Background: an optimization exercise with open tools, aiming at small area, a short achievable clock period and few clock cycles per item. Do not read the settings as production practice.
Where RTL was checked, it was by simulation tests only, not by an equivalence proof against the original.
Power is estimated from default activity; no workload was simulated.

03-18:
Design host_envelope_deframer_crc16_core, start of the top module:
module host_envelope_deframer_crc16_core #(
	parameter int ENVELOPE_BYTES    = 40,
	parameter int INNER_FRAME_BYTES = 36
) (
	input  logic                           clk,
	input  logic                           arst_n,
	input  logic                           cfg_we,
	input  logic [hedc_pkg::CFG_IDX_W-1:0] cfg_idx,
	input  logic [7:0]                     cfg_data,
	input  logic                           rx_valid,
	output logic                           rx_stall,
	input  logic [7:0]                     rx_byte,
	output logic                           out_valid,
	input  logic                           out_stall,
	output logic [7:0]                     out_byte,
	output logic                           out_last
);
	localparam int         NS   = 38;         
	localparam logic [5:0] DMAX = 6'(NS - 1);
	function automatic logic [5:0] dstep(input logic [5:0] d);
		dstep = (d == 6'd0) ? DMAX : d - 6'd1;
	endfunction
  ...
make LEC_CHECK=0 ABC_AREA=1 ABC_CLOCK_PERIOD_IN_PS=2000 CAP_MARGIN=20 CORE_MARGIN=2 CORE_UTILIZATION=40 CTS_CLUSTER_DIAMETER=80 CTS_CLUSTER_SIZE=28 PLACE_DENSITY=0.6 SETUP_SLACK_MARGIN=2.95 SLEW_MARGIN=20 finish   # period 5.0 ns
run.sh (not shown) runs the stock make flow with config.mk's settings and CLKGATE_MAP_FILE= SYNTH_SCRIPT=/design/flow/synth_recipe.tcl, a recipe that flattens the netlist after the stock synthesis.
Testbench counts of 03-18, summed over its fixed seeds: cycles 19,364, beats 12,008.
## Diff of input files: 05-05 against 03-18
--- a/flow/design.v
+++ b/flow/design.v
@@ -138,19 +138,19 @@
 );
 	localparam int         NS   = 38;         
 	localparam logic [5:0] DMAX = 6'(NS - 1);
 	function automatic logic [5:0] dstep(input logic [5:0] d);
 		dstep = (d == 6'd0) ? DMAX : d - 6'd1;
 	endfunction
 	logic [7:0] start_q, env_ver_q, marker_q, fver_q, kind_q;
 	logic       in_v, sk_v;
 	logic [7:0] in_b, sk_b;
-	logic       in_st, sk_st;
+	logic       in_st;       
 	logic       stall_q;     
 	logic [7:0] drum [NS];
 	logic [7:0] tap;         
 	logic [5:0] dr, dw, df;  
 	logic       dr0, dw0, df0;
 	logic [5:0] nf;          
 	logic       nz;          
 	logic       anchored;    
 	logic [5:0]  pos;
@@ -164,71 +164,67 @@
 	logic        rphase;     
 	logic        rdre;       
 	logic        out_valid_q;
 	logic [7:0]  out_byte_q;
 	logic        out_last_q;
 	logic        o1_v;
 	logic [7:0]  o1_b;
 	logic        o1_l;
 	logic ld, rd_out, rep_end, rep_active, store_ok, consume, wr;
-	logic eq_in, gd, in_free, incoming, cmp_rx, nxt_st, fresh_ok_n, rdre_n;
+	logic eq_in, gd, in_free, incoming, fresh_ok_n, rdre_n;
 	logic ev_s, ev_v, ev_v1, ev_v0, ev_m, ev_sv, ev_er, vgood, set_df0, set_dfm;
 	logic [15:0] crc_step;
 	assign tap        = drum[NS-1];
 	assign ld         = !out_valid_q || !out_stall;
 	assign rd_out     = nz && dr0 && !o1_v;
 	assign rep_end    = repro && rphase && dw0;
 	assign rep_active = repro && !rep_end;
 	assign store_ok   = anchored ? (dw0 && !(nz && dr0 && o1_v)) : (!nz || rd_out);
 	assign consume    = in_v && !rep_active && (!g2 || store_ok);
 	assign wr         = consume && g2;
 	assign eq_in  = (in_b == cmp_q);
+	assign in_st  = (in_b == start_q);
 	assign gd     = ok && eq_in;
 	assign ev_s  = e0 && consume && in_st;
 	assign ev_v  = l39 && consume;
 	assign ev_v1 = ev_v && !gd && (ff || in_st);
 	assign ev_v0 = ev_v && !ev_v1;
 	assign ev_m  = !e0 && !l39 && (rdre || consume);
 	assign ev_sv = ev_s || ev_v;
 	assign ev_er = ev_v && !gd && ff;
 	assign vgood = ev_v && gd;
 	assign set_df0 = ev_m && in_st && !ff && (rdre || wr);
 	assign set_dfm = wr && fp1;
 	assign crc_step = hedc_pkg::crc16_byte(crc, in_b);
 	assign in_free  = !in_v || consume;
 	assign incoming = rx_valid && !stall_q;
 	assign rx_stall = stall_q;
-	assign cmp_rx   = (rx_byte == start_q);
 	always_ff @(posedge clk) begin
 		drum[0] <= wr ? in_b : tap;
 		for (int k = 1; k < NS; k++) begin
 			drum[k] <= drum[k-1];
 		end
 	end
-	assign nxt_st = (drum[NS-2] == start_q);
 	logic repro_n, rphase_n, dw0_n, df0_n;
 	assign repro_n  = ev_er || (repro && !rep_end);
 	assign rphase_n = !ev_er && (rphase || rdre);
 	assign dw0_n    = wr || (dw == 6'd1);
 	assign df0_n    = set_df0 || (!set_dfm && (df == 6'd1));
 	assign rdre_n     = repro_n && !(rphase_n && dw0_n) && (rphase_n || df0_n);
 	assign fresh_ok_n = !repro_n || (rphase_n && dw0_n);
 	always_ff @(posedge clk) begin
 		if (!sk_v) begin
-			sk_b  <= rx_byte;
-			sk_st <= cmp_rx;
+			sk_b <= rx_byte;
 		end
 		if (rdre_n) begin
-			in_b  <= drum[NS-2];
-			in_st <= nxt_st;
+			in_b <= drum[NS-2];
 		end else if (in_free && fresh_ok_n) begin
-			in_b  <= sk_v ? sk_b : rx_byte;
-			in_st <= sk_v ? sk_st : cmp_rx;
+			in_b <= sk_v ? sk_b : rx_byte;
 		end
 		if (ld) begin
 			out_byte_q <= o1_v ? o1_b : tap;
 			out_last_q <= o1_v ? o1_l : (nf == 6'd1);
 		end
 		if (!o1_v) begin
 			o1_b <= tap;
 			o1_l <= (nf == 6'd1);
 		end
--- outcome ---
- 05-05 ended with every stage complete and zero timing, DRC or antenna violations.
- [compare] base=03-18 new=05-05: cell-internal power went down, synthesized instance count went down by 31, number of multi-input logic gates lower, setup slack now sits lower.
- The final area in 05-05 sits about 1.3% below the value recorded for 03-18.
Only the layout flow was run in 05-05; the RTL was not checked for function there.

[port drivers added, routing unchanged]
The results above use ideal ports. As a check the final layouts listed here were re-extracted and re-timed, cells and wires unchanged.
Step 1, drivers: a clkbuf_16 drives clk and a buf_2 each remaining input, both assumed.
Step 2 adds t to the input delays and takes it off the output delays; t is the mean of the earliest and latest rising clock arrival at the registers after step 1. Input paths then give back, and output paths get back, about the clock's delay inside the block.
Slacks: ideal / step 1 / step 2; pairs: ideal / step 1.
run	t (ns)	slack for setup (ns)	hold slack, ns	cell pins on the clock port's net
03-18	0.572	2.917 / 2.870 / 2.431	0.322 / 0.322 / 0.322	1
05-05	0.570	2.783 / 2.783 / 2.408	0.324 / 0.324 / 0.324	1
After both steps setup and hold are still met in every run listed. The setup slack of 03-18, which loses most, moves by -0.047 ns with the drivers and by -0.486 ns with both steps.
